Background: an optimization exercise with open tools, aiming at small area, a short achievable clock period and few clock cycles per item. Do not read the settings as production practice.
Function was not checked in any run shown here: the RTL went through the layout flow alone.
Power and IR drop assume default switching activity.

## flow/run.sh

```bash
#!/bin/bash
# synth_recipe.tcl (not shown) runs the flow's synth.tcl, then flattens the netlist and writes it again
# the make line also repeats each setting of config.mk as NAME=value (left out here)
make -C /OpenROAD-flow-scripts/flow DESIGN_CONFIG=/design/flow/config.mk WORK_HOME=/design/flow/orfs CLKGATE_MAP_FILE= SYNTH_SCRIPT=/design/flow/synth_recipe.tcl finish
```

## flow/config.mk

```make
export PLATFORM = sky130hd
export DESIGN_NAME = bar_graph_page_renderer_unit
export DESIGN_NICKNAME = bar_graph_page_renderer_unit
export VERILOG_FILES = /design/flow/design.v
export SDC_FILE = /design/flow/constraint.sdc
export NUM_CORES = 4
export LEC_CHECK = 0
export CAP_MARGIN = 20
export CORE_MARGIN = 2
export CORE_UTILIZATION = 40
export CTS_BUF_LIST = sky130_fd_sc_hd__clkbuf_16
export CTS_CLUSTER_DIAMETER = 75
export CTS_CLUSTER_SIZE = 30
export SETUP_SLACK_MARGIN = 2.5
export SLEW_MARGIN = 20
```

## flow/constraint.sdc

```tcl
create_clock -name core_clock -period 5.0 [get_ports {clk}]
set_input_delay 1.0000 -clock core_clock [delete_from_list [all_inputs] [get_ports {clk}]]
set_output_delay 1.0000 -clock core_clock [all_outputs]
set_load 0.01 [all_outputs]
```

## flow/design.v

```verilog
`timescale 1ns / 1ps
`default_nettype none
package bgpr_pkg;
  localparam int COLUMNS = 128;
  localparam int SMP_W   = 8;
  localparam int COL_W   = 7;
  localparam int ROW_W   = 2;
  localparam int CNT_W   = 8;
  localparam logic [1:0] OP_CLEAR = 2'd0;
  localparam logic [1:0] OP_LOAD  = 2'd1;
  localparam logic [1:0] OP_READ  = 2'd2;
  localparam logic [1:0] OP_NONE  = 2'd3;
  localparam logic [SMP_W-1:0] FULL_SCALE_RST = 8'd75;
  localparam int FIFO_D = 9;
  localparam int OUT_SLOTS = FIFO_D + 1;
endpackage
`default_nettype wire
`timescale 1ns / 1ps
`default_nettype none
module bgpr_front (
  input  wire logic        clk,
  input  wire logic        wr,        
  input  wire logic [7:0]  wdata,
  input  wire logic [3:0]  sel_hi,    
  input  wire logic [15:0] sel_lo0,   
  input  wire logic [15:0] sel_lo1,   
  output logic [7:0]       rdata
);
  logic [7:0] ring [128];
  always_ff @(posedge clk) begin
    ring[0] <= wr ? wdata : ring[127];
    for (int i = 1; i < 128; i++) ring[i] <= ring[i-1];
  end
  logic [7:0] grp [8];
  always_comb begin
    for (int g = 0; g < 8; g++) begin
      grp[g] = '0;
      for (int j = 0; j < 16; j++)
        grp[g] = grp[g] | (ring[16*g+j] & {8{(g < 4) ? sel_lo0[j] : sel_lo1[j]}});
    end
    rdata = '0;
    for (int g = 0; g < 8; g++) rdata = rdata | (grp[g] & {8{sel_hi[g % 4]}});
  end
endmodule
`default_nettype wire
`timescale 1ns / 1ps
`default_nettype none
module bgpr_queue (
  input  wire logic clk,
  input  wire logic rst,
  input  wire logic push,
  input  wire logic [3:0] push_code,
  input  wire logic pop,
  output logic [3:0] head,
  output logic      empty
);
  localparam int D = bgpr_pkg::FIFO_D;
  logic [3:0] entries [D];
  logic [D-1:0] fill;
  assign empty = !fill[0];
  always_comb begin
    head = '0;
    for (int i = 0; i < D; i++) begin
      if (fill[i] && (i == D - 1 || !fill[(i + 1) % D])) head = head | entries[i];
    end
  end
  always_ff @(posedge clk) begin
    if (rst) begin
      fill <= '0;
    end else if (push && !pop) begin
      fill <= {fill[D-2:0], 1'b1};
    end else if (pop && !push) begin
      fill <= {1'b0, fill[D-1:1]};
    end
  end
  always_ff @(posedge clk) begin
    if (push) begin
      entries[0] <= push_code;
      for (int i = 1; i < D; i++) entries[i] <= entries[i-1];
    end
  end
endmodule
`default_nettype wire
`timescale 1ns / 1ps
`default_nettype none
module bgpr_back (
  input  wire logic       clk,
  input  wire logic       rst,
  input  wire logic [7:0] floor_value,
  input  wire logic [7:0] s,            
  input  wire logic       in_valid,
  input  wire logic [7:0] in_x,         
  input  wire logic [1:0] in_row,
  output logic [5:0]      vv,           
  output logic            out_valid,
  output logic [3:0]      out_code,     
  output logic [7:0]      out_byte,     
  output logic            out_sv
);
  function automatic logic [8:0] nstep(input logic [8:0] p, input logic [7:0] sv);
    nstep = {p[7:0], ~p[8]} + ({1'b0, sv} ^ {9{~p[8]}});
  endfunction
  logic       v3;
  logic [7:0] x3;
  logic [1:0] row3;
  always_ff @(posedge clk) begin
    if (rst) v3 <= 1'b0;
    else     v3 <= in_valid;
    x3   <= in_x;
    row3 <= in_row;
  end
  logic [8:0] diff3;
  logic [7:0] d3;
  assign diff3 = {1'b0, x3} - {1'b0, floor_value};
  assign d3    = diff3[8] ? 8'd0 : diff3[7:0];
  logic       v4;
  logic [7:0] r4;
  logic [1:0] row4;
  always_ff @(posedge clk) begin
    if (rst) v4 <= 1'b0;
    else     v4 <= v3;
    r4   <= d3;
    row4 <= row3;
  end
  logic [8:0] st4;
  logic       q5_4;
  assign st4  = nstep({1'b0, r4}, s);
  assign q5_4 = r4 >= s;
  logic       v5;
  logic [1:0] q54_5;
  logic [8:0] r5;
  logic [1:0] row5;
  always_ff @(posedge clk) begin
    if (rst) v5 <= 1'b0;
    else     v5 <= v4;
    r5    <= st4;
    q54_5 <= {q5_4, ~st4[8]};
    row5  <= row4;
  end
  logic [8:0] st5;
  assign st5 = nstep(r5, s);
  logic       v6;
  logic [2:0] q53_6;
  logic [8:0] r6;
  logic [1:0] row6;
  always_ff @(posedge clk) begin
    if (rst) v6 <= 1'b0;
    else     v6 <= v5;
    r6    <= st5;
    q53_6 <= {q54_5, ~st5[8]};
    row6  <= row5;
  end
  logic [8:0] st6;
  logic       full6, zero6;
  assign st6   = nstep(r6, s);
  assign full6 = q53_6[2] || q53_6[1:0] > ~row6;
  assign zero6 = !q53_6[2] && q53_6[1:0] < ~row6;
  logic       v7, full7, zero7, q2_7;
  logic [8:0] r7;
  always_ff @(posedge clk) begin
    if (rst) v7 <= 1'b0;
    else     v7 <= v6;
    r7    <= st6;
    full7 <= full6;
    zero7 <= zero6;
    q2_7  <= ~st6[8];
  end
  logic [8:0] st7;
  assign st7 = nstep(r7, s);
  logic       v8, full8, zero8;
  logic [1:0] q21_8;
  logic [8:0] r8;
  always_ff @(posedge clk) begin
    if (rst) v8 <= 1'b0;
    else     v8 <= v7;
    r8    <= st7;
    full8 <= full7;
    zero8 <= zero7;
    q21_8 <= {q2_7, ~st7[8]};
  end
  logic [8:0] st8;
  assign st8 = nstep(r8, s);
  assign out_valid = v8;
  logic q0_8;
  assign q0_8      = ~st8[8];
  assign out_sv    = s != 8'd0;
  assign out_code  = !out_sv ? 4'd15 :
                     full8   ? 4'd8  :
                     zero8   ? 4'd0  : {1'b0, q21_8, q0_8};
  always_comb begin
    for (int i = 0; i < 8; i++) begin
      out_byte[7 - i] = out_sv && !zero8 &&
                        (full8 || 2 * int'(q21_8) > i || (2 * int'(q21_8) == i && q0_8));
    end
  end
  assign vv        = {v8, v7, v6, v5, v4, v3};
endmodule
`default_nettype wire
`timescale 1ns / 1ps
`default_nettype none
module bar_graph_page_renderer_unit (
  input  wire logic  clk,
  input  wire logic  rst,
  input  wire logic         items_valid,
  output logic              items_ready,
  input  wire logic [1:0]   items_operation,
  input  wire logic [7:0]   items_sample,
  input  wire logic [1:0]   items_row,
  input  wire logic [6:0]   items_column,
  input  wire logic         cfg_valid,
  output logic              cfg_ready,
  input  wire logic [1:0]   cfg_index,
  input  wire logic [7:0]   cfg_data,
  output logic              results_valid,
  input  wire logic         results_ready,
  output logic [7:0]        results_pixel_byte,
  output logic              results_scale_valid
);
  logic [7:0] floor_value;
  logic [7:0] full_scale;
  logic       w_valid;
  logic [1:0] w_op;
  logic [7:0] w_sample;
  logic [1:0] w_row;
  logic [6:0] w_col;
  logic [7:0] n;           
  logic [6:0] a1;          
  logic [6:0] gap;         
  logic [7:0] peak;
  logic       pk_v;
  logic       pk_clr;
  logic       pk_gt;
  logic [7:0] pk_span;
  logic [7:0] s_use;
  logic        v2;
  logic [3:0]  sel_hi;
  logic [15:0] sel_lo0;
  logic [15:0] sel_lo1;
  logic [1:0]  row2;
  logic       ready_q;
  logic [3:0] outstanding;
  logic in_acc;
  assign in_acc      = items_valid && ready_q;
  assign items_ready = ready_q;
  assign cfg_ready   = 1'b1;
  logic ld, clr, rd, ld_do;
  assign ld    = w_valid && w_op == bgpr_pkg::OP_LOAD;
  assign clr   = w_valid && w_op == bgpr_pkg::OP_CLEAR;
  assign rd    = w_valid && w_op == bgpr_pkg::OP_READ;
  assign ld_do = ld && !n[7];
  logic [7:0] n_nxt;
  logic [6:0] gap_nxt;
  assign n_nxt   = clr ? 8'd0 : ld_do ? n + 8'd1 : n;
  assign gap_nxt = ld_do ? 7'd0 : gap - 7'd1;
  logic [5:0] vv;         
  logic       busy;       
  logic       pk_apply;
  assign busy     = v2 || (vv != '0);
  assign pk_apply = pk_v && !busy;
  always_ff @(posedge clk) begin
    if (rst) begin
      w_valid <= 1'b0;
    end else begin
      w_valid <= in_acc;
    end
    w_op     <= items_operation;
    w_sample <= items_sample;
    w_row    <= items_row;
    w_col    <= items_column;
  end
  always_ff @(posedge clk) begin
    if (rst) begin
      floor_value <= '0;
      full_scale  <= bgpr_pkg::FULL_SCALE_RST;
      n           <= '0;
      peak        <= '0;
      pk_v        <= 1'b0;
    end else begin
      if (cfg_valid) begin
        if (cfg_index == 2'd0) floor_value <= cfg_data;
        if (cfg_index == 2'd1) full_scale  <= cfg_data;
      end
      n <= n_nxt;
      if (pk_apply) begin
        if (pk_clr) begin
          peak <= '0;
        end else if (pk_gt && pk_span > peak) begin
          peak <= pk_span;
        end
      end
      if (clr || ld_do) begin
        pk_v <= 1'b1;
      end else if (pk_apply) begin
        pk_v <= 1'b0;
      end
    end
    if (clr || ld_do) begin
      pk_clr  <= clr;
      pk_gt   <= w_sample > floor_value;
      pk_span <= w_sample - floor_value;
    end
    gap    <= gap_nxt;
    a1     <= (ld_do && n == 8'd0) ? 7'd1 : a1 + 7'd1;
    s_use  <= (full_scale != '0) ? full_scale : peak;
  end
  logic [6:0] place;
  logic       draw;
  assign place = a1 - w_col;
  assign draw  = {1'b0, w_col} < n;
  always_ff @(posedge clk) begin
    if (rst) v2 <= 1'b0;
    else     v2 <= rd;
    for (int i = 0; i < 4; i++)  sel_hi[i] <= place[5:4] == 2'(i);
    for (int i = 0; i < 16; i++) sel_lo0[i] <= draw && !place[6] && place[3:0] == 4'(i);
    for (int i = 0; i < 16; i++) sel_lo1[i] <= draw && place[6] && place[3:0] == 4'(i);
    row2 <= w_row;
  end
  logic [7:0] rdata;
  bgpr_front u_front (
    .clk    (clk),
    .wr     (ld_do),
    .wdata  (w_sample),
    .sel_hi (sel_hi),
    .sel_lo0 (sel_lo0),
    .sel_lo1 (sel_lo1),
    .rdata  (rdata)
  );
  logic       v_res;
  logic [3:0] code_res;
  logic [7:0] byte_res;
  logic       sv_res;
  bgpr_back u_back (
    .clk         (clk),
    .rst         (rst),
    .floor_value (floor_value),
    .s           (s_use),
    .in_valid    (v2),
    .in_x        (rdata),
    .in_row      (row2),
    .vv          (vv),
    .out_valid   (v_res),
    .out_code    (code_res),
    .out_byte    (byte_res),
    .out_sv      (sv_res)
  );
  logic       out_valid;
  logic [7:0] out_byte;
  logic       out_sv;
  logic       out_free;
  logic       f_push, f_pop, f_empty;
  logic [3:0] f_head;
  assign out_free  = !out_valid || results_ready;
  assign f_pop     = out_free && !f_empty;
  assign f_push    = v_res && (!out_free || !f_empty);
  bgpr_queue u_queue (
    .clk       (clk),
    .rst       (rst),
    .push      (f_push),
    .push_code (code_res),
    .pop       (f_pop),
    .head      (f_head),
    .empty     (f_empty)
  );
  always_ff @(posedge clk) begin
    if (rst) begin
      out_valid <= 1'b0;
    end else if (out_free) begin
      out_valid <= !f_empty || v_res;
    end
    if (out_free) begin
      if (f_empty) begin
        out_sv   <= sv_res;
        out_byte <= byte_res;
      end else begin
        out_sv   <= f_head != 4'd15;
        out_byte <= (f_head == 4'd15) ? 8'd0 : ~(8'hFF >> f_head);
      end
    end
  end
  assign results_valid       = out_valid;
  assign results_pixel_byte  = out_byte;
  assign results_scale_valid = out_sv;
  logic [3:0] out_nxt;
  logic       rd_in, res_out, credit_nxt;
  logic       ldclr_nxt;
  logic       z_nxt;
  logic       pk_v_nxt;
  logic [6:0] v_nxt;      
  logic       hold_nxt;
  assign rd_in      = in_acc && items_operation == bgpr_pkg::OP_READ;
  assign res_out    = out_valid && results_ready;
  assign out_nxt    = outstanding + {3'd0, rd_in} - {3'd0, res_out};
  assign credit_nxt = (rd_in && !res_out) ? outstanding < 4'(bgpr_pkg::OUT_SLOTS - 1) :
                      (res_out && !rd_in) ? 1'b1 :
                                            outstanding < 4'(bgpr_pkg::OUT_SLOTS);
  assign ldclr_nxt = in_acc && (items_operation == bgpr_pkg::OP_LOAD ||
                                items_operation == bgpr_pkg::OP_CLEAR);
  assign z_nxt     = ldclr_nxt || n_nxt == 8'd0 || n_nxt[7] || gap_nxt == 7'd1;
  assign pk_v_nxt  = clr || ld_do || (pk_v && busy);
  assign v_nxt     = {vv[4:0], v2, rd};
  assign hold_nxt  = (ldclr_nxt && v_nxt[5:0] != '0) || (pk_v_nxt && v_nxt != '0);
  always_ff @(posedge clk) begin
    if (rst) begin
      outstanding <= '0;
      ready_q     <= 1'b1;
    end else begin
      outstanding <= out_nxt;
      ready_q     <= z_nxt && !hold_nxt && credit_nxt;
    end
  end
endmodule
`default_nettype wire
```

==> impl_results.md, run 1 <==
- Status: timing/DRC/antenna clean
- GR Util All Layers: 20.6%
- Routed Antenna Nets: 0
- Net switching power: 5.27 mW
- Ys async rst share: 0%
- M2 GR Usage: roughly a third
- Max Root-Sink Buffers: 3
- Most used routing layer: met2
- Final Setup Violations: 0
- Root Buffer: clkbuf_16
- Worst Skew: between 70 and 80 ps
- Vias per Instance: 5.44
- Clk Latency, worst-skew pair: 680 ps
- Cell Count, Final, Fillers Out: around 4200
- Yosys warning count: 7
- Vias in the first global route: roughly 23000
- Detailed Routing Iterations Pass 1: 5
- CP max stage cell: dfxtp_2
- Hold buffer count at cts: 0
- Clock period minus final worst setup slack: ~2500 ps
- Final net count: slightly above 3000
- H-tree depth: 2
- Clock Sinks: about 1300
- Fin crit share: roughly half
- Crit path DAT: around 2900 ps
- FP Rows: approximately 110
- Worst stage delay on the critical path: approximately 550 ps
- RSZ-0062 raised after global routing: false
- Number of synthesized flops with an enable pin: 55
- Dpl ws: approximately 1900 ps
- Gate Count Post-Synth: between 2000 and 3000
- Sequential share of power: 57.9%
- Fin util: ~44%
- Chip width: approximately 310 um
- Final wirelength: between 100000 and 150000 um
- Switching part of the total: 27.2%
- Worst-path cell chain: buf_4 > a22oi_1 > nand4_1 > o41ai_1 > nand4_1
- Worst-path clk slew: about 110 ps
- LEAKAGE: approximately 15 nW
- Max_slew headroom: a little over a fifth
- Placed instance count: ~4200
- Worst path most repeated cell: nand4_1
- Initial drt markers: roughly 2200
- Worst slew pin tran: roughly 1200 ps
- Clk network pwr share: between 20% and 30%
- Sequential fraction of the synthesis area: 70.0%
- Pwr dens: around 470 nW/um^2
- Leading register cell type out of synthesis: dfxtp_1
- WL per Instance: approximately 24 um
- Critical Path Fanout Max: 20
- CP Launch Type: register
- Hold Vio Cnt, Final: 0
- Count of different cell masters after synthesis: 75
- Global route total overflow: 0
- Final WS setup: 2500 ps
- Core Box Area: a little over 90000 um^2
- TNS Setup: 0 ps
- Critical Path RT: about 5400 ps
- Share of cells above drive strength 1: 6.67%
- Fill cell count: between 8000 and 9000
- Fmax achieved: between 400 and 500 MHz
- # port buffers: between 40 and 50
- Area taken by multi-input logic gates: ~11000 um^2
- GR met3 Demand/Resource: 4.35%
- Pins Over Slew Limit: 0
- Peak VDD IR: around 300 uV
- First-pass GRT wire length: about 150000 um
- Die area: 96300 um^2
- Post-route DRC: 0
- Max cap viols: 0
- Initial antenna violation count: 3
- Tightest Hold Check Type: register to register
- Die H: 310 um
- Internal power: ~14 mW
- Post-Syn Area: around 38000 um^2
- Top Ports: between 40 and 50
- Vias: approximately 23000
- Total CTS buffers: between 50 and 60
- CTS tree: built
- Average cell area after synthesis: 12.7 um^2
- Mapped Nets: 3087
- Largest net degree at the start of global routing: 37
- Crit path kind: register to register
- Initial core utilization: about two fifths
- Storage cell area: roughly 26000 um^2
- Met1 GRT Util: between 20% and 30%
- Seq cells post-synth: between 1000 and 1500
- Final HPWL DP: roughly 57000 um
- Layout area overhead: 9.86%
- Combinational power share: approximately 15%
- Crit end category: register
- Routability cong.: just under 0.8
## cells by family (layout without fill, tap and decap cells)
family	count (synthesis)	count (layout)	share of synthesized area, %
DFF	1286	1286	70.0
xor gates and xnor gates	93	93	2.19
buffers and inverters	217	252	2.22
and+or+nand+nor	482	482	6.75
other	1	2	0.00999
AOI/OAI and AO/OA	749	749	14.7
adders and majority gates	105	105	3.66
muxes	15	15	0.400
## what timing repair did
item | 4_1_cts | 5_1_grt
pin swaps | 4 | 9
endpoints found under the setup margin | 56 | 65
setup buffers | 5 | 10
gates resized for setup | 28 | 19
hold endpoints to repair | 0 | 0
## critical path, delay by kind of cell, from the launching register on
family / cells / cell delay, ps
AOI/OAI and AO/OA: 2 / 730
buffers and inverters: 1 / 410
DFF: 1 / 550
and+or+nand+nor: 2 / 520
## cells in the final DEF (no fill, tap or decap), types with 32 or more instances in the layout
cell type and n:
clkbuf_16 53, inv_1 84, clkdlybuf4s50_1 33, edfxtp_1 55, nand2_1 73, buf_4 54
ha_1 96, nor2b_1 35, xnor2_1 67, nand4_1 142, dfxtp_2 38, a21oi_1 51
nor2_1 131, o41ai_1 32, dfxtp_1 1186, a22oi_1 515
## cell usage after synthesis, types with 11 or more instances
master / count / area [um^2]
mux2i_1: 15 / 150
o41ai_1: 37 / 324
nand2_1: 73 / 274
xor2_1: 25 / 219
nor2_1: 132 / 495
a21o_1: 27 / 203
inv_1: 82 / 308
xnor2_1: 67 / 587
edfxtp_1: 55 / 1650
clkbuf_1: 124 / 465
o21ai_0: 22 / 110
nand4_1: 142 / 888
o21a_1: 16 / 120
nand3_1: 14 / 70.1
nor3_1: 24 / 120
nor2b_1: 35 / 219
a22oi_1: 515 / 3870
ha_1: 97 / 1210
nand3b_1: 11 / 82.6
a21oi_1: 55 / 275
dfxtp_1: 1231 / 24600
## final timing paths
path,end,cells after the start,slack (ps),start
min reg2reg,u_front.ring[115][4]$_DFF_P_,0,300,u_front.ring[114][4]$_DFF_P_
max,u_back.x3[4]$_DFF_P_,5,2500,sel_lo0[8]$_DFF_P_
max reg2reg,u_back.x3[4]$_DFF_P_,5,2500,sel_lo0[8]$_DFF_P_
min,u_front.ring[115][4]$_DFF_P_,0,300,u_front.ring[114][4]$_DFF_P_
## power groups by stage
| stage | logic [mW] | clock network (mW) | registers [mW] |
|---|---|---|---|
| after floorplan | 2.10 | 0 | 11.2 |
| after global placement | 2.71 | 0 | 11.4 |
| after detailed placement | 2.73 | 0 | 11.4 |
| after CTS | 2.84 | 5.33 | 11.2 |
| after global routing | 3.26 | 5.68 | 11.3 |
| final | 2.93 | 5.23 | 11.2 |
## sequential cells by signal (all words and copies together), names as in the netlist, 9 cells and up
register and count:
u_queue.fill 9, u_front.ring 1024, sel_lo1 16, u_back.r6 9, sel_lo0 16, u_back.r8 9
u_back.r7 9, u_queue.entries 36, u_back.r5 9
## routing by layer
| metal | routed length (um) | up-vias |
|---|---|---|
| met5 | 9 | - |
| met3 | 7550 | 200 |
| met1 | 44100 | 11255 |
| met4 | 3300 | 2 |
| met2 | 45200 | 837 |
| li1 | - | 10769 |
## metrics by stage
step                hold WS (ps)  power, mW  cell area (um^2)
floorplan                    310       13.3             37600
global placement             311       14.2             39400
detailed placement           314       14.2             39400
CTS                          308       19.4             41100
global route                 319       20.2             41200
finish                       305       19.4             41300
## cell type report
class	count	share of cell area (%)
sequential	1286	63.9
timing repair buffer	98	2.02
antenna	1	0.00607
tap	1254	3.80
clock inverter	19	0.613
multi-input combinational	1445	25.7
inverter	82	0.746
clock buffer	53	3.22
==> inputs of run 2 (changes only) <==
--- a/flow/design.v
+++ b/flow/design.v
@@ -13,3 +13,3 @@
   localparam logic [SMP_W-1:0] FULL_SCALE_RST = 8'd75;
-  localparam int FIFO_D = 9;
+  localparam int FIFO_D = 8;
   localparam int OUT_SLOTS = FIFO_D + 1;
@@ -220,7 +220,2 @@
   logic [7:0] full_scale;
-  logic       w_valid;
-  logic [1:0] w_op;
-  logic [7:0] w_sample;
-  logic [1:0] w_row;
-  logic [6:0] w_col;
   logic [7:0] n;           
@@ -246,5 +241,5 @@
   logic ld, clr, rd, ld_do;
-  assign ld    = w_valid && w_op == bgpr_pkg::OP_LOAD;
-  assign clr   = w_valid && w_op == bgpr_pkg::OP_CLEAR;
-  assign rd    = w_valid && w_op == bgpr_pkg::OP_READ;
+  assign ld    = in_acc && items_operation == bgpr_pkg::OP_LOAD;
+  assign clr   = in_acc && items_operation == bgpr_pkg::OP_CLEAR;
+  assign rd    = in_acc && items_operation == bgpr_pkg::OP_READ;
   assign ld_do = ld && !n[7];
@@ -261,13 +256,2 @@
     if (rst) begin
-      w_valid <= 1'b0;
-    end else begin
-      w_valid <= in_acc;
-    end
-    w_op     <= items_operation;
-    w_sample <= items_sample;
-    w_row    <= items_row;
-    w_col    <= items_column;
-  end
-  always_ff @(posedge clk) begin
-    if (rst) begin
       floor_value <= '0;
@@ -298,4 +282,4 @@
       pk_clr  <= clr;
-      pk_gt   <= w_sample > floor_value;
-      pk_span <= w_sample - floor_value;
+      pk_gt   <= items_sample > floor_value;
+      pk_span <= items_sample - floor_value;
     end
@@ -307,4 +291,4 @@
   logic       draw;
-  assign place = a1 - w_col;
-  assign draw  = {1'b0, w_col} < n;
+  assign place = a1 - items_column;
+  assign draw  = {1'b0, items_column} < n;
   always_ff @(posedge clk) begin
@@ -315,3 +299,3 @@
     for (int i = 0; i < 16; i++) sel_lo1[i] <= draw && place[6] && place[3:0] == 4'(i);
-    row2 <= w_row;
+    row2 <= items_row;
   end
@@ -321,3 +305,3 @@
     .wr     (ld_do),
-    .wdata  (w_sample),
+    .wdata  (items_sample),
     .sel_hi (sel_hi),
@@ -383,20 +367,14 @@
   logic [3:0] out_nxt;
-  logic       rd_in, res_out, credit_nxt;
-  logic       ldclr_nxt;
+  logic       res_out, credit_nxt;
   logic       z_nxt;
   logic       pk_v_nxt;
-  logic [6:0] v_nxt;      
-  logic       hold_nxt;
-  assign rd_in      = in_acc && items_operation == bgpr_pkg::OP_READ;
+  logic       busy_nxt;
   assign res_out    = out_valid && results_ready;
-  assign out_nxt    = outstanding + {3'd0, rd_in} - {3'd0, res_out};
-  assign credit_nxt = (rd_in && !res_out) ? outstanding < 4'(bgpr_pkg::OUT_SLOTS - 1) :
-                      (res_out && !rd_in) ? 1'b1 :
-                                            outstanding < 4'(bgpr_pkg::OUT_SLOTS);
-  assign ldclr_nxt = in_acc && (items_operation == bgpr_pkg::OP_LOAD ||
-                                items_operation == bgpr_pkg::OP_CLEAR);
-  assign z_nxt     = ldclr_nxt || n_nxt == 8'd0 || n_nxt[7] || gap_nxt == 7'd1;
-  assign pk_v_nxt  = clr || ld_do || (pk_v && busy);
-  assign v_nxt     = {vv[4:0], v2, rd};
-  assign hold_nxt  = (ldclr_nxt && v_nxt[5:0] != '0) || (pk_v_nxt && v_nxt != '0);
+  assign out_nxt    = outstanding + {3'd0, rd} - {3'd0, res_out};
+  assign credit_nxt = (rd && !res_out) ? outstanding < 4'(bgpr_pkg::OUT_SLOTS - 1) :
+                      (res_out && !rd) ? 1'b1 :
+                                         outstanding < 4'(bgpr_pkg::OUT_SLOTS);
+  assign z_nxt      = gap_nxt == 7'd0 || n_nxt == 8'd0 || n_nxt[7];
+  assign pk_v_nxt   = clr || ld_do || (pk_v && busy);
+  assign busy_nxt   = rd || v2 || (vv[4:0] != '0);
   always_ff @(posedge clk) begin
@@ -407,3 +385,3 @@
       outstanding <= out_nxt;
-      ready_q     <= z_nxt && !hold_nxt && credit_nxt;
+      ready_q     <= z_nxt && !(pk_v_nxt && busy_nxt) && credit_nxt;
     end
--- a/flow/config.mk
+++ b/flow/config.mk
@@ -11,4 +11,4 @@
 export CTS_BUF_LIST = sky130_fd_sc_hd__clkbuf_16
-export CTS_CLUSTER_DIAMETER = 75
-export CTS_CLUSTER_SIZE = 30
+export CTS_CLUSTER_DIAMETER = 70
+export CTS_CLUSTER_SIZE = 25
 export SETUP_SLACK_MARGIN = 2.5
==> run 2 against run 1 <==
Compared with the run above: combinational power is 6% higher; fmax up 0.55%; critical path depth did not move; final cell count fell by 3.1%; first-iteration DRC count up 5.5%; via count up 2.1%; synthesized area down 1.5%; non-clock buffer count is 10 lower; hold slack improved by 28 ps; register-to-register slack hardly changed; wire length grew 2.8%.
==> impl_results.md, run 2 <==
- Core Box Area: between 90000 and 100000 um^2
- Pwr Total: between 15 and 20 mW
- CP max stage cell: dfxtp_2
- Sequential fraction of the synthesis area: 69.6%
- Root Buffer: clkbuf_16
- Largest cells by area after synthesis: dfxtp_1 66%, a22oi_1 10%, edfxtp_1 4.1%, ha_1 3.3%, nand4_1 2.5%
- Final wirelength: ~100000 um
- Max cap viols: 0
- Routability cong.: 0.868
- Mapped Nets: between 3000 and 4000
- Post-route DRC: 0
- Clock Sinks: approximately 1300
- Top flop regs: u_front.ring x1024, u_queue.entries x32
- Reg with most FFs: u_front.ring
- Seq cells post-synth: between 1000 and 1500
- Crit path kind: register to register
- CTS tree: built
- Worst slew pin tran: around 1100 ps
- Die area: 94900 um^2
- Critical Path Fanout Max: 18
- Clock period minus final worst setup slack: ~2500 ps
- Final HPWL DP: ~62000 um
- Critical Path RT: ~5400 ps
- Bufs and invs on worst path: 1
- Crit end category: register
- LEAKAGE: approximately 15 nW
- Global route total overflow: 0
- Hold Vio Cnt, Final: 0
- Storage cell area: ~26000 um^2
- Average cell area after synthesis: 12.8 um^2
- Detailed Routing Iterations Pass 1: 5
- Worst stage delay on the critical path: between 500 and 600 ps
- Commonest non-fill, non-tap cell in the layout: dfxtp_1
- Cell Count, Final, Fillers Out: roughly 4000
- Clk Latency, worst-skew pair: between 600 and 700 ps
- Initial drt markers: around 2400
- Most frequent cell after synthesis: dfxtp_1
- Max reg flops: between 1000 and 1500
- Dpl ws: 1560 ps
- Pins Over Slew Limit: 0
- Share of cells above drive strength 1: 8.42%
- First-pass GRT wire length: 152000 um
- Most frequent cells in the layout: 1167 x dfxtp_1, 513 x a22oi_1, 146 x nand4_1, 134 x nor2_1, 86 x ha_1
- Total CTS buffers: 60
- Worst-path clk slew: 90 ps
- Pwr dens: 487 nW/um^2
- Die H: 308 um
- Worst path most repeated cell: nand4_1
- Top cell type's share of synthesized area: around 66%
- RSZ-0062 raised after global routing: true
- Vias per Instance: 5.73
- Area taken by multi-input logic gates: ~11000 um^2
- Vias: approximately 24000
- Largest net degree at the start of global routing: 45
- Chip width: approximately 300 um
- Fin crit share: about half
- Final net count: between 3000 and 4000
- Fmax achieved: 403 MHz
- Top Ports: 46
- Initial core utilization: 40.3%
- CP Launch Type: register
- Ys async rst share: 0%
- Fill cell count: between 8000 and 9000
- Final WS setup: 2520 ps
- Count of different cell masters after synthesis: 80
- TNS Setup: 0 ps
- Placed instance count: ~4000
- Peak VDD IR: 310 uV
- Layout area overhead: 10.4%
- WL per Instance: between 20 and 30 um
- Gate Count Post-Synth: approximately 2900
- Synth cell count leaders: 1210 x dfxtp_1, 513 x a22oi_1, 146 x nand4_1
- # port buffers: 44
- Top delay family on crit path: compound AO/OA/AOI/OAI gates
- Post-Syn Area: between 30000 and 40000 um^2
- Crit path DAT: roughly 2900 ps
- Leading register cell type out of synthesis: dfxtp_1
- H-tree depth: 2
- Yosys top cell by area: dfxtp_1
- Final Setup Violations: 0
- Max Root-Sink Buffers: 3
- Vias in the first global route: 23867
- GR Util All Layers: between 20% and 30%
- Number of synthesized flops with an enable pin: slightly above 50
- Status: timing/DRC/antenna clean
- Routed Antenna Nets: 0
- Initial antenna violation count: 4
- Tightest Hold Check Type: register to register
- Worst Skew: between 30 and 40 ps
- FP Rows: ~110
- Max_slew headroom: between 20% and 30%
- Worst-path cell chain: buf_4 > a22oi_1 > nand4_1 > o41ai_2 > nand4_1
- Yosys warning count: 7
- Hold buffer count at cts: 0
-- run 2: cell types whose count changed after synthesis, moves of 11 or more --
| cell | before | now |
|---|---|---|
| nand2_1 | 73 | 35 |
| dfxtp_1 | 1231 | 1210 |
| a21oi_1 | 55 | 42 |
| a22o_1 | 2 | 14 |
| xnor2_1 | 67 | 78 |
-- run 2: cell families (layout without fill, tap and decap cells) --
| kind of cell | count (synthesis) | in the layout | share of synthesized area, % |
|---|---|---|---|
| flops | 1261 | 1261 | 69.6 |
| compound gates | 728 | 728 | 14.7 |
| simple gates | 449 | 449 | 6.59 |
| buf+inv | 223 | 254 | 2.34 |
| fa+ha+maj | 105 | 105 | 3.72 |
| xor+xnor | 101 | 101 | 2.41 |
| mux | 21 | 21 | 0.599 |
| other cells | 1 | 3 | 0.0101 |
-- run 2: what timing repair did --
item,4_1_cts,5_1_grt
pin swaps,7,8
setup endpoints to repair,60,53
resized for setup,39,35
endpoints found under the hold margin,0,0
buffers inserted,5,3
cloned,0,1
-- run 2: layer usage --
layer,vias up,global-route usage [%],routed length [um]
met5,-,0,34
met4,4,7.18,3200
met3,204,3.72,7800
met2,1079,35.2,48200
met1,11718,27.8,43700
li1,10538,-,-
-- run 2: power breakdown --
part / leakage, nW / internal [mW] / switching (mW)
sequential: 10.3 / 10.6 / 0.633
combinational: 3.97 / 1.33 / 1.77
clock: 0.884 / 2.39 / 3.14
-- run 2: area by class of cell --
| class | count | area share [%] |
|---|---|---|
| Clock inverter | 18 | 0.570 |
| Sequential cell | 1261 | 63.3 |
| Clock buffer | 62 | 3.80 |
| Antenna cell | 2 | 0.0123 |
| Tap cell | 1186 | 3.63 |
| Timing Repair Buffer | 88 | 1.93 |
| Multi-Input combinational cell | 1405 | 26.0 |
| Inverter | 86 | 0.791 |
-- run 2: path summary, 6_finish.rpt --
path,start,end,slack [ps],depth (start not counted)
max,sel_lo0[3]$_DFF_P_,u_back.x3[6]$_DFF_P_,2520,5
min,u_back.full7$_DFF_P_,u_back.full8$_DFF_P_,330,0
max reg2reg,sel_lo0[3]$_DFF_P_,u_back.x3[6]$_DFF_P_,2520,5
min reg2reg,u_back.full7$_DFF_P_,u_back.full8$_DFF_P_,330,0
-- run 2: per-stage QoR --
step                hold slack, ps  instance area (um^2)  util (%)
detailed placement             313                 38800      42.3
finish                         333                 40800      44.5
CTS                            332                 40700      44.4
floorplan                      310                 37100         -
global placement               311                 38800      42.3
global route                   349                 40800      44.5
==> inputs of run 3 (changes only) <==
--- a/flow/design.v
+++ b/flow/design.v
@@ -23,5 +23,4 @@
   input  wire logic [7:0]  wdata,
-  input  wire logic [3:0]  sel_hi,    
-  input  wire logic [15:0] sel_lo0,   
-  input  wire logic [15:0] sel_lo1,   
+  input  wire logic [7:0]  sel_hi,    
+  input  wire logic [15:0] sel_lo,    
   output logic [7:0]       rdata
@@ -37,7 +36,6 @@
       grp[g] = '0;
-      for (int j = 0; j < 16; j++)
-        grp[g] = grp[g] | (ring[16*g+j] & {8{(g < 4) ? sel_lo0[j] : sel_lo1[j]}});
+      for (int j = 0; j < 16; j++) grp[g] = grp[g] | (ring[16*g+j] & {8{sel_lo[j]}});
     end
     rdata = '0;
-    for (int g = 0; g < 8; g++) rdata = rdata | (grp[g] & {8{sel_hi[g % 4]}});
+    for (int g = 0; g < 8; g++) rdata = rdata | (grp[g] & {8{sel_hi[g]}});
   end
@@ -226,9 +224,7 @@
   logic       pk_clr;
-  logic       pk_gt;
-  logic [7:0] pk_span;
+  logic [7:0] pk_smp;
   logic [7:0] s_use;
   logic        v2;
-  logic [3:0]  sel_hi;
-  logic [15:0] sel_lo0;
-  logic [15:0] sel_lo1;
+  logic [7:0]  sel_hi;
+  logic [15:0] sel_lo;
   logic [1:0]  row2;
@@ -249,2 +245,6 @@
   assign gap_nxt = ld_do ? 7'd0 : gap - 7'd1;
+  logic       pk_above;
+  logic [7:0] pk_span;
+  assign pk_above = pk_smp > floor_value;
+  assign pk_span  = pk_smp - floor_value;
   logic [5:0] vv;         
@@ -270,3 +270,3 @@
           peak <= '0;
-        end else if (pk_gt && pk_span > peak) begin
+        end else if (pk_above && pk_span > peak) begin
           peak <= pk_span;
@@ -281,5 +281,4 @@
     if (clr || ld_do) begin
-      pk_clr  <= clr;
-      pk_gt   <= items_sample > floor_value;
-      pk_span <= items_sample - floor_value;
+      pk_clr <= clr;
+      pk_smp <= items_sample;
     end
@@ -296,5 +295,4 @@
     else     v2 <= rd;
-    for (int i = 0; i < 4; i++)  sel_hi[i] <= place[5:4] == 2'(i);
-    for (int i = 0; i < 16; i++) sel_lo0[i] <= draw && !place[6] && place[3:0] == 4'(i);
-    for (int i = 0; i < 16; i++) sel_lo1[i] <= draw && place[6] && place[3:0] == 4'(i);
+    for (int i = 0; i < 8; i++)  sel_hi[i] <= draw && place[6:4] == 3'(i);
+    for (int i = 0; i < 16; i++) sel_lo[i] <= place[3:0] == 4'(i);
     row2 <= items_row;
@@ -307,4 +305,3 @@
     .sel_hi (sel_hi),
-    .sel_lo0 (sel_lo0),
-    .sel_lo1 (sel_lo1),
+    .sel_lo (sel_lo),
     .rdata  (rdata)
@@ -372,3 +369,4 @@
   assign res_out    = out_valid && results_ready;
-  assign out_nxt    = outstanding + {3'd0, rd} - {3'd0, res_out};
+  assign out_nxt    = (rd && !res_out) ? outstanding + 4'd1 :
+                      (res_out && !rd) ? outstanding - 4'd1 : outstanding;
   assign credit_nxt = (rd && !res_out) ? outstanding < 4'(bgpr_pkg::OUT_SLOTS - 1) :
@@ -376,3 +374,4 @@
                                          outstanding < 4'(bgpr_pkg::OUT_SLOTS);
-  assign z_nxt      = gap_nxt == 7'd0 || n_nxt == 8'd0 || n_nxt[7];
+  assign z_nxt      = ld_do || gap == 7'd1 || clr || (n == 8'd0 && !ld_do) ||
+                      n[7] || (ld_do && n == 8'd127);
   assign pk_v_nxt   = clr || ld_do || (pk_v && busy);
==> run 3 against run 2 <==
Compared with the run above: core utilization rose by 0.11 points; largest power group unchanged; first-iteration DRC count shrank 14%; still clean on timing, DRC and antenna; power up 6.2%; critical endpoint is now peak[3]$_SDFFE_PP0P_.
==> impl_results.md, run 3 <==
- Critical Path Fanout Max: 4
- Area post-placement: 38700 um^2
- LEAKAGE: approximately 15 nW
- # port buffers: 44
- CTS tree: built
- Max cap viols: 0
- Worst slew pin tran: between 900 and 1000 ps
- Max_slew headroom: 35.5%
- Top flop regs: u_front.ring x1024, u_queue.entries x32, sel_lo x16
- Share of cells above drive strength 1: under 10%
- Clk network pwr share: about a quarter
- CP Launch Type: register
- Most frequent cell after synthesis: dfxtp_1
- Initial antenna violation count: 4
- Worst hold margin: 322 ps
- Fin util: between 40% and 50%
- Seq cells post-synth: between 1000 and 1500
- GR Util All Layers: 18.8%
- Commonest non-fill, non-tap cell in the layout: dfxtp_1
- Max reg flops: 1024
- Critical Path RT: around 5500 ps
- Die H: approximately 310 um
- Final HPWL DP: 55200 um
- CP startpoint: pk_smp[0]$_DFFE_PP_
- Layout area overhead: 11.1%
- Hold buffer count at cts: 0
- Hold path start: u_back.row3[0]$_DFF_P_
- Global route total overflow: 0
- Ys async rst share: 0%
- Combinational power share: a little under 20%
- Vias in the first global route: ~23000
- Pwr Total: about 21 mW
- Clk Latency, worst-skew pair: just under 700 ps
- Cell Count, Final, Fillers Out: roughly 4000
- Most frequent cells in the layout: 1171 x dfxtp_1, 266 x a22o_1, 256 x a221oi_1, 130 x nor2_1, 88 x ha_1
- First-pass GRT wire length: 138000 um
- Final Setup Violations: 0
- Sequential share of power: approximately 54%
- Worst-path cell chain: inv_1 > ha_2 > inv_2 > fa_2 > a211oi_2 > o21bai_1 > a21oi_1 > xnor2_1 > ha_1 > a21oi_2 > nor2b_2 > nor3_2 > a21oi_2 > buf_4 > nand4_1 > o31ai_2
- Yosys warning count: 7
- Average cell area after synthesis: between 10 and 15 um^2
- Fin crit share: between 50 and 60%
- Peak VDD IR: roughly 320 uV
- Vias per Instance: around 5.6
- H-tree depth: 2
- Top Ports: 46
- Fmax achieved: between 300 and 400 MHz
- Die area: between 90000 and 100000 um^2
- Worst Skew: about 43 ps
- Dpl ws: ~1700 ps
- Largest cells by area after synthesis: dfxtp_1 65%, a22o_1 6.3%, a221oi_1 6.1%, edfxtp_1 4.1%, ha_1 3.2%
- CP max stage cell: edfxtp_1
- Root Buffer: clkbuf_16
- Reg with most FFs: u_front.ring
- Core Box Area: a little over 90000 um^2
- Routed Antenna Nets: 0
- Worst stage delay on the critical path: around 390 ps
- Internal power: 14.4 mW
- Detailed Routing Iterations Pass 1: 6
- Crit path DAT: about 3500 ps
- Total CTS buffers: 61
- Vias: around 23000
- Count of different cell masters after synthesis: 68
- Post-Syn Area: about 37000 um^2
- Gate Count Post-Synth: 2802
- Initial core utilization: 40.2%
- Initial drt markers: between 2000 and 2500
- Final net count: 2948
- Hold Vio Cnt, Final: 0
- FP Rows: 111
- Sequential fraction of the synthesis area: between 60 and 70%
- Largest net degree at the start of global routing: 65
- Yosys top cell by area: dfxtp_1
- Placed instance count: 3925
- Max Root-Sink Buffers: 3
- Final wirelength: approximately 91000 um
- Crit path kind: register to register
- WL per Instance: around 23 um
- Clock period minus final worst setup slack: 2980 ps
- Net switching power: approximately 6.7 mW
- Reg-to-reg critical path startpoint: pk_smp[0]$_DFFE_PP_
- Mapped Nets: 2938
- Synth cell count leaders: 1198 x dfxtp_1, 266 x a22o_1, 256 x a221oi_1
- Leading register cell type out of synthesis: dfxtp_1
- Fin area: approximately 40000 um^2
- Switching part of the total: 31.6%
- Top cell type's share of synthesized area: between 60 and 70%
- Number of synthesized flops with an enable pin: 50
- RSZ-0062 raised after global routing: true
- Pins Over Slew Limit: 0
- Worst-path clk slew: 100 ps
- Crit end category: register
- Chip width: slightly above 300 um
- Tightest Hold Check Type: register to register
- Final WS setup: 2020 ps
- TNS Setup: 0 ps
- Pwr dens: between 500 and 600 nW/um^2
- Post-route DRC: 0
- Routability cong.: around 0.86
- Status: timing/DRC/antenna clean
- Clock Sinks: about 1200
- Worst path most repeated cell: a21oi_2
## run 3: changes by cell type after synthesis, sizes merged, moves of 42 or more
cell,change
a22oi,-479
a221oi,+256
a22o,+252
nand4,-63
buf,+42
## run 3: worst paths after layout
| check | endpoint | depth (start not counted) | slack [ps] |
|---|---|---|---|
| worst max-delay path | peak[3]$_SDFFE_PP0P_ | 16 | 2020 |
| worst min register to register | u_back.row4[0]$_DFF_P_ | 0 | 320 |
| worst max register to register | peak[3]$_SDFFE_PP0P_ | 16 | 2020 |
| worst min-delay path | u_back.row4[0]$_DFF_P_ | 0 | 320 |
## run 3: per-layer routing
| layer | track usage, % | vias up | wire length, um |
|---|---|---|---|
| met3 | 3.20 | 156 | 5490 |
| met5 | 0 | - | 41 |
| met2 | 32.1 | 671 | 43500 |
| met1 | 24.5 | 11387 | 40200 |
| li1 | - | 10362 | - |
| met4 | 5.28 | 6 | 2200 |
## run 3: worst max-delay path, delay by kind of cell, from the launching register on
kind	cells	cell delay (ps)
AO/OA/AOI/OAI	6	850
XOR/XNOR	1	160
adder cells (fa/ha/maj)	3	800
buffers and inverters	3	270
flip-flops	1	390
AND/OR/NAND/NOR	3	370
## run 3: cell type report
cell class | instances | area [um^2]
antenna | 1 | 2.50
clock buffer | 62 | 1550
clock inverter | 20 | 270
fill | 8058 | 50600
inverter | 72 | 273
multi-input combinational | 1335 | 10700
sequential | 1248 | 25600
tap | 1186 | 1480
timing repair buffer | 94 | 985
## run 3: cell families after synthesis
group                      Yosys count  synth area share (%)
AOI/OAI and AO/OA                  721                  16.2
and+or+nand+nor                    390                  5.54
other                                1                0.0102
adders and majority gates          102                  3.64
muxes                               24                 0.681
buffers and inverters              219                  2.30
xor gates and xnor gates            97                  2.31
DFF                               1248                  69.4
## run 3: power by group through the flow
stage	clock network, mW	registers (mW)	logic (mW)
6_report	5.53	11.5	4.15
5_1_grt	6.02	11.5	4.49
4_1_cts	5.66	11.5	3.98
3_5_place_dp	0	11.7	3.94
3_3_place_gp	0	11.7	3.87
2_1_floorplan	0	10.9	2.87
## run 3: timing repair
action	in CTS	in global routing
setup endpoints to repair	38	30
pin swaps	11	12
gates resized for setup	31	41
buffers inserted	6	4
==> inputs of run 4 (changes only) <==
--- a/flow/config.mk
+++ b/flow/config.mk
@@ -13,3 +13,3 @@
 export CTS_CLUSTER_SIZE = 25
-export SETUP_SLACK_MARGIN = 2.5
+export SETUP_SLACK_MARGIN = 2.7
 export SLEW_MARGIN = 20
==> run 4 against run 3 <==
Compared with the run above: still clean on timing, DRC and antenna; wire length rose by 1.8%; synthesized cell count is the same; sequential share of layout area decreased by 0.82 points; die area is the same; hold slack lost 7.4 ps; clock skew is 7.8 ps higher; largest cell class unchanged; synthesized area unchanged; fmax decreased by 1.5%; combinational power grew 16%; sequential cell count is the same; core utilization rose by 0.62 points; clock power barely moved.
==> impl_results.md, run 4 <==
- Fmax achieved: approximately 330 MHz
- Leading register cell type out of synthesis: dfxtp_1
- Most frequent cells in the layout: 1167 x dfxtp_1, 266 x a22o_1, 252 x a221oi_1, 128 x nor2_1
- Number of synthesized flops with an enable pin: 50
- Detailed Routing Iterations Pass 1: 6
- Tightest Hold Check Type: register to register
- Count of different cell masters after synthesis: between 60 and 70
- Clock period minus final worst setup slack: just over 3000 ps
- Layout area overhead: 12.6%
- Clk Latency, worst-skew pair: between 600 and 700 ps
- Average cell area after synthesis: between 10 and 15 um^2
- Top cell type's share of synthesized area: 65.3%
- Top flop regs: u_front.ring x1024, u_queue.entries x32, sel_lo x16
- Peak VDD IR: ~400 uV
- Crit path DAT: about 3600 ps
- Crit path kind: register to register
- Critical Path RT: 5580 ps
- Status: timing/DRC/antenna clean
- Chip width: approximately 310 um
- Largest cells by area after synthesis: dfxtp_1 65%, a22o_1 6.3%, a221oi_1 6.1%, edfxtp_1 4.1%, ha_1 3.2%
- Dpl ws: around 1700 ps
- Max cap viols: 0
- CP startpoint: pk_smp[0]$_DFFE_PP_
- Gate Count Post-Synth: approximately 2800
- TNS Setup: 0 ps
- GR Util All Layers: a little under a fifth
- Worst stage delay on the critical path: around 370 ps
- FP Rows: between 100 and 150
- Most frequent cell after synthesis: dfxtp_1
- RSZ-0062 raised after global routing: true
- Vias in the first global route: between 20000 and 25000
- Hold Vio Cnt, Final: 0
- Worst slew pin tran: between 1000 and 1500 ps
- Ant diodes: 0
- Hold path start: u_back.row3[0]$_DFF_P_
- Sequential fraction of the synthesis area: ~69%
- Final HPWL DP: between 50000 and 60000 um
- WL per Instance: between 20 and 25 um
- Final wirelength: a little over 90000 um
- Initial drt markers: 1732
- Fin crit share: between 60% and 70%
- Max Root-Sink Buffers: 3
- LEAKAGE: about 16 nW
- Final WS setup: ~2000 ps
- Global route total overflow: 0
- Clock Sinks: 1248
- Root Buffer: clkbuf_16
- Die H: about 310 um
- Pwr dens: 520 nW/um^2
- Pins Over Slew Limit: 0
- Yosys top cell by area: dfxtp_1
- Max reg flops: a little over 1000
- Top delay family on crit path: buffers and inverters
- Ys async rst share: 0%
- Reg-to-reg critical path startpoint: pk_smp[0]$_DFFE_PP_
- Top Ports: 46
- Die area: 94300 um^2
- Reg-to-reg setup timing slack: about 2000 ps
- First-pass GRT wire length: 140000 um
- Seq cells post-synth: approximately 1200
- Worst path most repeated cell: buf_4
- Total CTS buffers: 61
- Post-Syn Area: between 30000 and 40000 um^2
- Crit end category: register
- Final net count: around 3000
- Share of cells above drive strength 1: approximately 12%
- Largest net degree at the start of global routing: 65
- Worst Skew: 50.4 ps
- Hold buffer count at cts: 0
- Vias: between 20000 and 25000
- Worst-path clk slew: approximately 100 ps
- Core Box Area: 91400 um^2
- Initial antenna violation count: 3
- Mapped Nets: between 2000 and 3000
- Initial core utilization: about two fifths
- Post-route DRC: 0
- Reg with most FFs: u_front.ring
- CP max stage cell: edfxtp_1
- Commonest non-fill, non-tap cell in the layout: dfxtp_1
- CP Launch Type: register
- Vias per Instance: approximately 5.5
- Critical Path Fanout Max: 2
- Routability cong.: 0.858
- Worst-path cell chain: inv_1 > ha_2 > inv_2 > fa_2 > a211oi_2 > o21bai_1 > a21oi_1 > xnor2_1 > buf_4 > buf_4 > buf_4 > buf_4 > buf_4 > buf_4 > buf_4 > buf_4 > buf_6 > buf_6 > nand2_2 > mux2i_1
- # port buffers: 44
- Routed Antenna Nets: 0
- Bufs and invs on worst path: 12
- Final Setup Violations: 0
- Synth cell count leaders: 1198 x dfxtp_1, 266 x a22o_1, 256 x a221oi_1
- Max_slew headroom: approximately a third
- CTS tree: built
- Yosys warning count: 7
- H-tree depth: 2
run 4: cell counts after synthesis:
No cell type changed its count.
run 4: power by group:
| group | internal, mW | switching, mW |
|---|---|---|
| clock | 2.29 | 3.23 |
| combinational | 1.81 | 3.00 |
| sequential | 10.6 | 0.635 |
| total | 14.7 | 6.86 |
run 4: final cells by class:
type                            count  area, um^2
Timing Repair Buffer              139        1330
Tap cell                         1186        1480
Clock inverter                     21         284
Sequential cell                  1248       25600
Multi-Input combinational cell   1335       10900
Clock buffer                       61        1530
Inverter                           72         273
Fill cell                        8060       50000
run 4: per-stage QoR:
step           instances  area (um^2)  power, mW  hold WS, ps  util (%)
6_report            4062        41400       21.5          315      45.3
5_1_grt             4062        41400       22.4          327      45.3
4_1_cts             4035        40900       21.3          318      44.8
3_5_place_dp        3924        38700       15.6          315      42.4
3_3_place_gp        3924        38700       15.6          315      42.4
2_1_floorplan       2802        37000       13.8          310         -
run 4: timing repair:
action                                 4_1_cts  5_1_grt
endpoints found under the hold margin        0        0
setup endpoints to repair                   57       44
buffers inserted                            29       26
resized for setup                          109       53
gates cloned                                 0        1
pin swaps                                   25       26
run 4: per-layer routing:
metal / global-route usage [%] / wire, um
met2: 32.0 / 43800
met3: 2.67 / 4920
met1: 25.7 / 42000
met5: 0 / 12
met4: 5.15 / 2330
run 4: cell families (layout without fill, tap and decap cells):
| logic type | Yosys count | in the layout | synth area share [%] |
|---|---|---|---|
| and+or+nand+nor | 390 | 390 | 5.54 |
| adders and majority gates | 102 | 102 | 3.64 |
| xor gates and xnor gates | 97 | 97 | 2.31 |
| DFF | 1248 | 1248 | 69.4 |
| muxes | 24 | 24 | 0.681 |
| buffers and inverters | 219 | 293 | 2.30 |
| other | 1 | 1 | 0.0102 |
| AOI/OAI and AO/OA | 721 | 721 | 16.2 |
run 4: path summary, 6_finish.rpt:
| check | to | cells past startpoint |
|---|---|---|
| worst max register to register | peak[6]$_SDFFE_PP0P_ | 20 |
| worst max-delay path | peak[6]$_SDFFE_PP0P_ | 20 |
| worst min-delay path | u_back.row4[0]$_DFF_P_ | 0 |
| worst min register to register | u_back.row4[0]$_DFF_P_ | 0 |
==> inputs of run 5 (changes only) <==
--- a/flow/design.v
+++ b/flow/design.v
@@ -224,3 +224,4 @@
   logic       pk_clr;
-  logic [7:0] pk_smp;
+  logic       pk_gt;
+  logic [7:0] pk_span;
   logic [7:0] s_use;
@@ -231,3 +232,3 @@
   logic       ready_q;
-  logic [3:0] outstanding;
+  logic [bgpr_pkg::OUT_SLOTS-1:0] outstanding;   
   logic in_acc;
@@ -245,6 +246,2 @@
   assign gap_nxt = ld_do ? 7'd0 : gap - 7'd1;
-  logic       pk_above;
-  logic [7:0] pk_span;
-  assign pk_above = pk_smp > floor_value;
-  assign pk_span  = pk_smp - floor_value;
   logic [5:0] vv;         
@@ -270,3 +267,3 @@
           peak <= '0;
-        end else if (pk_above && pk_span > peak) begin
+        end else if (pk_gt && pk_span > peak) begin
           peak <= pk_span;
@@ -281,4 +278,5 @@
     if (clr || ld_do) begin
-      pk_clr <= clr;
-      pk_smp <= items_sample;
+      pk_clr  <= clr;
+      pk_gt   <= items_sample > floor_value;
+      pk_span <= items_sample - floor_value;
     end
@@ -363,3 +361,2 @@
   assign results_scale_valid = out_sv;
-  logic [3:0] out_nxt;
   logic       res_out, credit_nxt;
@@ -369,7 +366,4 @@
   assign res_out    = out_valid && results_ready;
-  assign out_nxt    = (rd && !res_out) ? outstanding + 4'd1 :
-                      (res_out && !rd) ? outstanding - 4'd1 : outstanding;
-  assign credit_nxt = (rd && !res_out) ? outstanding < 4'(bgpr_pkg::OUT_SLOTS - 1) :
-                      (res_out && !rd) ? 1'b1 :
-                                         outstanding < 4'(bgpr_pkg::OUT_SLOTS);
+  assign credit_nxt = (rd && !res_out) ? !outstanding[bgpr_pkg::OUT_SLOTS-2] :
+                      (res_out && !rd) ? 1'b1 : !outstanding[bgpr_pkg::OUT_SLOTS-1];
   assign z_nxt      = ld_do || gap == 7'd1 || clr || (n == 8'd0 && !ld_do) ||
@@ -383,4 +377,8 @@
     end else begin
-      outstanding <= out_nxt;
-      ready_q     <= z_nxt && !(pk_v_nxt && busy_nxt) && credit_nxt;
+      if (rd && !res_out) begin
+        outstanding <= {outstanding[bgpr_pkg::OUT_SLOTS-2:0], 1'b1};
+      end else if (res_out && !rd) begin
+        outstanding <= {1'b0, outstanding[bgpr_pkg::OUT_SLOTS-1:1]};
+      end
+      ready_q <= z_nxt && !(pk_v_nxt && busy_nxt) && credit_nxt;
     end
--- a/flow/config.mk
+++ b/flow/config.mk
@@ -13,3 +13,3 @@
 export CTS_CLUSTER_SIZE = 25
-export SETUP_SLACK_MARGIN = 2.7
+export SETUP_SLACK_MARGIN = 2.5
 export SLEW_MARGIN = 20
==> run 5 against run 4 <==
Compared with the run above: critical endpoint is now sel_hi[4]$_DFF_P_; power down 1.6%; core utilization down 0.78 points; highest routed layer is now met4; first-iteration DRC count down 4.6%; sequential cell count up 6.
==> impl_results.md, run 5 <==
- Top delay family on crit path: compound AO/OA/AOI/OAI gates
- GR Util All Layers: between 10% and 20%
- Crit path kind: input pin to register
- Placed instance count: 3923
- Most frequent cell after synthesis: dfxtp_1
- Commonest non-fill, non-tap cell in the layout: dfxtp_1
- Pwr dens: 520 nW/um^2
- Yosys top cell by area: dfxtp_1
- Tightest Hold Check Type: register to register
- Number of synthesized flops with an enable pin: 51
- Leading register cell type out of synthesis: dfxtp_1
- Clk network pwr share: about 28%
- Global route total overflow: 0
- Sequential fraction of the synthesis area: between 60 and 70%
- H-tree depth: 3
- Storage cell area: about 26000 um^2
- Fill cell count: 8052
- Post-Syn Area: between 30000 and 40000 um^2
- Reg-to-reg critical path startpoint: sel_lo[0]$_DFF_P_
- Die area: 94500 um^2
- Switching part of the total: between 30% and 40%
- First-pass GRT wire length: roughly 140000 um
- Reg-to-reg setup timing slack: between 2000 and 3000 ps
- # port buffers: 44
- Worst hold endpoint: u_back.row4[1]$_DFF_P_
- Worst stage delay on the critical path: about 520 ps
- Fmax achieved: around 400 MHz
- FP Rows: around 110
- Largest net degree at the start of global routing: 65
- Final wirelength: about 90000 um
- Root Buffer: clkbuf_16
- CP Launch Type: input pin
- WL per Instance: ~23 um
- Synth cell count leaders: 1203 x dfxtp_1, 266 x a22o_1, 256 x a221oi_1
- Max reg flops: 1024
- Worst-path clk slew: about 90 ps
- CP max stage cell: clkdlybuf4s50_1
- Critical Path Fanout Max: 4
- Hold path cells: 0
- Critical Path RT: approximately 5600 ps
- Seq cells post-synth: roughly 1300
- Detailed Routing Iterations Pass 1: 7
- Routability cong.: 0.808
- Routed Antenna Nets: 0
- Worst r2r path cells: 6
- Initial core utilization: about two fifths
- Fin util: between 40% and 50%
- Worst R2R End: u_back.x3[5]$_DFF_P_
- Hold path start: u_back.row3[1]$_DFF_P_
- Clk Latency, worst-skew pair: about 650 ps
- Initial antenna violation count: 0
- Crit end category: register
- Combinational power share: a little under a fifth
- Initial drt markers: 1653
- Pins Over Slew Limit: 0
- Max cap viols: 0
- Layout area overhead: 10.6%
- Worst path most repeated cell: a21o_1
- Count of different cell masters after synthesis: 73
- Status: timing/DRC/antenna clean
- Vias in the first global route: between 20000 and 25000
- Ys async rst share: 0%
- Vias per Instance: ~5.6
- Worst slew pin tran: between 1000 and 1500 ps
- Top Ports: 46
- Clock Sinks: ~1300
- Net switching power: ~6.6 mW
- Die H: roughly 310 um
- Total CTS buffers: 66
- Largest cells by area after synthesis: dfxtp_1 65%, a22o_1 6.3%, a221oi_1 6.1%, edfxtp_1 4.2%, ha_1 3.1%
- LEAKAGE: approximately 15 nW
- Peak VDD IR: about 300 uV
- Yosys warning count: 7
- Final Setup Violations: 0
- Hold buffer count at cts: 0
- Fin crit share: approximately half
- Internal power: about 15 mW
- Top cell type's share of synthesized area: between 60% and 70%
- TNS Setup: 0 ps
- Area taken by multi-input logic gates: 10500 um^2
- Hold Vio Cnt, Final: 0
- Core Box Area: approximately 92000 um^2
- Max_slew headroom: 31.8%
- Post-route DRC: 0
- Max Root-Sink Buffers: 3
- Sequential share of power: around 54%
- Bufs and invs on worst path: 2
- Worst Skew: 27.2 ps
- Crit path DAT: 3040 ps
- Most frequent cells in the layout: 1180 x dfxtp_1, 266 x a22o_1, 256 x a221oi_1, 143 x nor2_1, 86 x ha_1
- Vias: between 20000 and 25000
- Ant diodes: 0
- Clock period minus final worst setup slack: around 2500 ps
- Final HPWL DP: 53300 um
- Worst hold margin: roughly 330 ps
- Final net count: 2940
- Top flop regs: u_front.ring x1024, u_queue.entries x32, sel_lo x16
- Average cell area after synthesis: around 13 um^2
- Mapped Nets: around 3000
- Cell Count, Final, Fillers Out: between 4000 and 5000
- Share of cells above drive strength 1: 7.07%
- Chip width: just over 300 um
- RSZ-0062 raised after global routing: true
- CTS tree: built
- Gate Count Post-Synth: around 2800
- Reg with most FFs: u_front.ring
- Worst-path cell chain: clkdlybuf4s50_1 > inv_1 > ha_4 > a21o_1 > a21o_1 > a2111oi_2 > nor3_1 > o21bai_2 > nor2_1
==> run 5: cell count changes in the layout (fill, tap and decap cells not counted), moves of 7 or more <==
cell,change
nor2_1,+15
inv_1,+9
dfxtp_1,+13
a21oi_2,-11
buf_2,-10
a21oi_1,+17
a22oi_1,+7
buf_6,-7
dfxtp_4,-11
nand2b_1,-9
dlygate4sd2_1,+7
buf_4,-51
nand2_1,+9
==> run 5: cell families after synthesis <==
logic type	synth area share, %
flip-flops	69.5
AO/OA/AOI/OAI	16.2
AND/OR/NAND/NOR	5.42
buffers and inverters	2.34
adder cells (fa/ha/maj)	3.51
XOR/XNOR	2.21
multiplexers	0.761
other	0.0102
==> run 5: final cells by class <==
class	count	share of cell area, %
clock buffer	68	4.18
clock inverter	23	0.734
inverter	74	0.682
multi-input combinational	1336	25.8
sequential	1254	63.0
tap	1186	3.64
timing repair buffer	75	1.93
==> run 5: worst reg2reg max path: cells and delay by family, from the launching register on <==
kind                   cells  cell delay, ps
AOI/OAI and AO/OA          3             730
buffers and inverters      1             390
DFF                        1             530
and+or+nand+nor            2             500
==> run 5: power by group through the flow <==
stage | registers (mW) | logic (mW) | clock network [mW]
2_1_floorplan | 11.0 | 2.74 | 0
3_3_place_gp | 11.6 | 3.72 | 0
3_5_place_dp | 11.7 | 3.81 | 0
4_1_cts | 11.4 | 3.84 | 5.98
5_1_grt | 11.5 | 4.24 | 6.33
6_report | 11.4 | 3.90 | 5.86
==> run 5: worst max path at each step <==
stage                                startpoint                     to  slack (ps)  cells past startpoint
after global placement          items_column[0]      sel_hi[4]$_DFF_P_        1710                     10
after global routing            items_column[2]      sel_hi[6]$_DFF_P_        2470                      9
after floorplan                 items_column[0]      sel_hi[4]$_DFF_P_        2350                      9
after detailed placement        items_column[0]      sel_hi[5]$_DFF_P_        1650                     10
after CTS                 out_byte[0]$_DFFE_PN_  results_pixel_byte[0]        2500                      1
final                           items_column[2]      sel_hi[4]$_DFF_P_        2540                      9
==> run 5: stage by stage <==
step | total power, mW | instance area (um^2) | setup WS (ps)
global route | 22.1 | 40700 | 2470
global placement | 15.4 | 38600 | 1710
floorplan | 13.7 | 36900 | 2350
detailed placement | 15.5 | 38600 | 1650
CTS | 21.3 | 40600 | 2500
finish | 21.2 | 40700 | 2540
==> run 5: repair_timing <==
| action | in CTS | in global routing |
|---|---|---|
| gates resized for setup | 26 | 25 |
| pin swaps | 4 | 4 |
| gates cloned | 0 | 1 |
| endpoints found under the setup margin | 40 | 36 |
| setup buffers | 1 | 0 |
==> run 5: routing by layer <==
metal  global-route usage (%)  vias to the layer above  share of wire, %
li1                         -                    10360                 -
met3                     2.64                      161               4.8
met4                     6.30                        0               2.9
met5                        0                        -                 0
met2                     31.4                      688                47
met1                     24.8                    11399                45
==> inputs of run 6 (changes only) <==
--- a/flow/config.mk
+++ b/flow/config.mk
@@ -13,3 +13,3 @@
 export CTS_CLUSTER_SIZE = 25
-export SETUP_SLACK_MARGIN = 2.5
+export SETUP_SLACK_MARGIN = 2.7
 export SLEW_MARGIN = 20
==> run 6 against run 5 <==
Compared with the run above: die area did not move; critical path type unchanged; combinational power rose by 11%; final area rose by 1.6%; largest power group unchanged.
==> impl_results.md, run 6 <==
- Status: timing/DRC/antenna clean
- Worst-path cell chain: clkdlybuf4s50_1 > inv_1 > ha_2 > and3_1 > a211oi_1 > o211ai_1 > or2_4 > nor2_1
- Worst Skew: around 21 ps
- CP max stage cell: clkdlybuf4s50_1
- Initial antenna violation count: 0
- Yosys warning count: 7
- Initial core utilization: roughly two fifths
- Vias per Instance: roughly 5.6
- Vias: about 23000
- Worst-path clk slew: approximately 90 ps
- Area post-placement: slightly below 40000 um^2
- Reg with most FFs: u_front.ring
- Fin area: 41400 um^2
- Total CTS buffers: between 60 and 70
- Root Buffer: clkbuf_16
- Seq cells post-synth: around 1300
- Peak VDD IR: about 360 uV
- Clk Latency, worst-skew pair: between 600 and 700 ps
- Max_slew headroom: around 15%
- Synth cell count leaders: 1203 x dfxtp_1, 266 x a22o_1, 256 x a221oi_1
- WL per Instance: 22.6 um
- Final wirelength: 91500 um
- RSZ-0062 raised after global routing: false
- Gate Count Post-Synth: ~2800
- Routed Antenna Nets: 0
- Max reg flops: just over 1000
- Routability cong.: 0.807
- Vias in the first global route: approximately 23000
- Worst slew pin tran: around 1300 ps
- Max Root-Sink Buffers: 3
- Most frequent cells in the layout: 1172 x dfxtp_1, 266 x a22o_1, 255 x a221oi_1, 143 x nor2_1, 83 x nand4_1
- LEAKAGE: approximately 16 nW
- Cell Count, Final, Fillers Out: roughly 4100
- Reg-to-reg critical path startpoint: sel_lo[5]$_DFF_P_
- Count of different cell masters after synthesis: 73
- Max cap viols: 0
- Commonest non-fill, non-tap cell in the layout: dfxtp_1
- CP Launch Type: input pin
- Tightest Hold Check Type: register to register
- GR Util All Layers: 18.8%
- Net switching power: between 6 and 7 mW
- Switching part of the total: a little under a third
- CTS tree: built
- Internal power: about 15 mW
- Clock period minus final worst setup slack: between 2000 and 2500 ps
- Sequential fraction of the synthesis area: around 70%
- Most frequent cell after synthesis: dfxtp_1
- TNS Setup: 0 ps
- Placed instance count: a little under 4000
- Share of cells above drive strength 1: between 9 and 10%
- Top delay family on crit path: buffers and inverters
- Crit path DAT: about 2900 ps
- Clk network pwr share: 27.5%
- Final HPWL DP: around 52000 um
- Hold buffer count at cts: 0
- Critical Path Fanout Max: 6
- Layout area overhead: 12.3%
- Hold path start: u_back.row4[1]$_DFF_P_
- Core Box Area: 91500 um^2
- Final net count: roughly 3000
- Global route total overflow: 0
- Sequential share of power: a little over half
- Fmax achieved: 431 MHz
- Crit path kind: input pin to register
- Top cell type's share of synthesized area: 65.4%
- Average cell area after synthesis: 13.1 um^2
- Detailed Routing Iterations Pass 1: 5
- Combinational power share: roughly a fifth
- Critical Path RT: between 5000 and 6000 ps
- Die H: around 310 um
- Crit end category: register
- Final Setup Violations: 0
- # port buffers: 44
- Fin crit share: 46.4%
- Largest net degree at the start of global routing: 65
- Post-Syn Area: around 37000 um^2
- Top flop regs: u_front.ring x1024, u_queue.entries x32, sel_lo x16
- Hold Vio Cnt, Final: 0
- Pwr Total: 21.6 mW
- Ys async rst share: 0%
- Post-route DRC: 0
- Pins Over Slew Limit: 0
- Mapped Nets: 2948
- Bufs and invs on worst path: 2
- FP Rows: around 110
- CP startpoint: items_column[4]
- Leading register cell type out of synthesis: dfxtp_1
- Chip width: slightly above 300 um
- Clock Sinks: roughly 1300
- Worst stage delay on the critical path: ~500 ps
- Pwr dens: around 520 nW/um^2
- Number of synthesized flops with an enable pin: 51
- Die area: between 90000 and 100000 um^2
- Initial drt markers: between 1500 and 2000
- Top Ports: 46
- First-pass GRT wire length: between 100000 and 150000 um
- H-tree depth: 3
- Largest cells by area after synthesis: dfxtp_1 65%, a22o_1 6.3%, a221oi_1 6.1%, edfxtp_1 4.2%, ha_1 3.1%
- Fin util: a little under half
- Yosys top cell by area: dfxtp_1
[run 6: cell counts after synthesis]
Identical to the previous run, type by type.
[run 6: what timing repair did]
action | 4_1_cts | 5_1_grt
gates resized for setup | 77 | 54
buffers inserted | 5 | 35
gates cloned | 0 | 1
setup endpoints to repair | 82 | 65
hold endpoints to repair | 0 | 0
pin swaps | 10 | 13
[run 6: through the flow]
stage	setup WS, ps	hold slack [ps]
after floorplan	2350	310
after detailed placement	1650	312
final	2680	334
after global routing	2660	335
after CTS	2640	334
after global placement	1670	316
[run 6: path summary, 6_finish.rpt]
kind | slack (ps) | endpoint | cells after the start
max | 2680 | sel_hi[0]$_DFF_P_ | 8
min | 330 | u_back.row5[1]$_DFF_P_ | 0
max reg2reg | 2770 | u_back.x3[1]$_DFF_P_ | 6
min reg2reg | 330 | u_back.row5[1]$_DFF_P_ | 0
[run 6: kinds of logic (layout without fill, tap and decap cells)]
family	after synthesis	count (layout)	share of synthesized area, %
AO/OA/AOI/OAI	726	727	16.2
XOR/XNOR	93	93	2.21
adder cells (fa/ha/maj)	99	99	3.51
buffers and inverters	226	275	2.34
flip-flops	1254	1254	69.5
multiplexers	27	27	0.761
other	1	2	0.0102
AND/OR/NAND/NOR	389	389	5.42
[run 6: final cells by class]
cell class | count | area (um^2)
Antenna cell | 1 | 2.50
Clock buffer | 69 | 1730
Clock inverter | 25 | 303
Fill cell | 8008 | 50200
Inverter | 74 | 294
Multi-Input combinational cell | 1336 | 10700
Sequential cell | 1254 | 25700
Tap cell | 1186 | 1480
Timing Repair Buffer | 107 | 1130
[run 6: per-layer routing]
metal | part of all wire, % | GRT usage [%]
met1 | 45 | 25.0
met3 | 5.0 | 2.84
met4 | 2.7 | 5.56
met5 | 0 | 0
met2 | 47 | 31.8
[run 6: power groups by stage]
stage	logic (mW)	clock network (mW)	registers, mW
global placement	3.77	0	11.6
CTS	3.97	6.08	11.4
floorplan	2.76	0	11.0
global route	4.65	6.45	11.4
finish	4.32	5.94	11.3
detailed placement	3.84	0	11.6

Setup slack of run 6, layout unchanged: 2.680 ns with ideal ports, 2.706 ns with driving cells assumed (clock clkbuf_16, inputs buf_2), 2.036 ns with port delays also shifted by the 0.686 ns mid clock arrival.
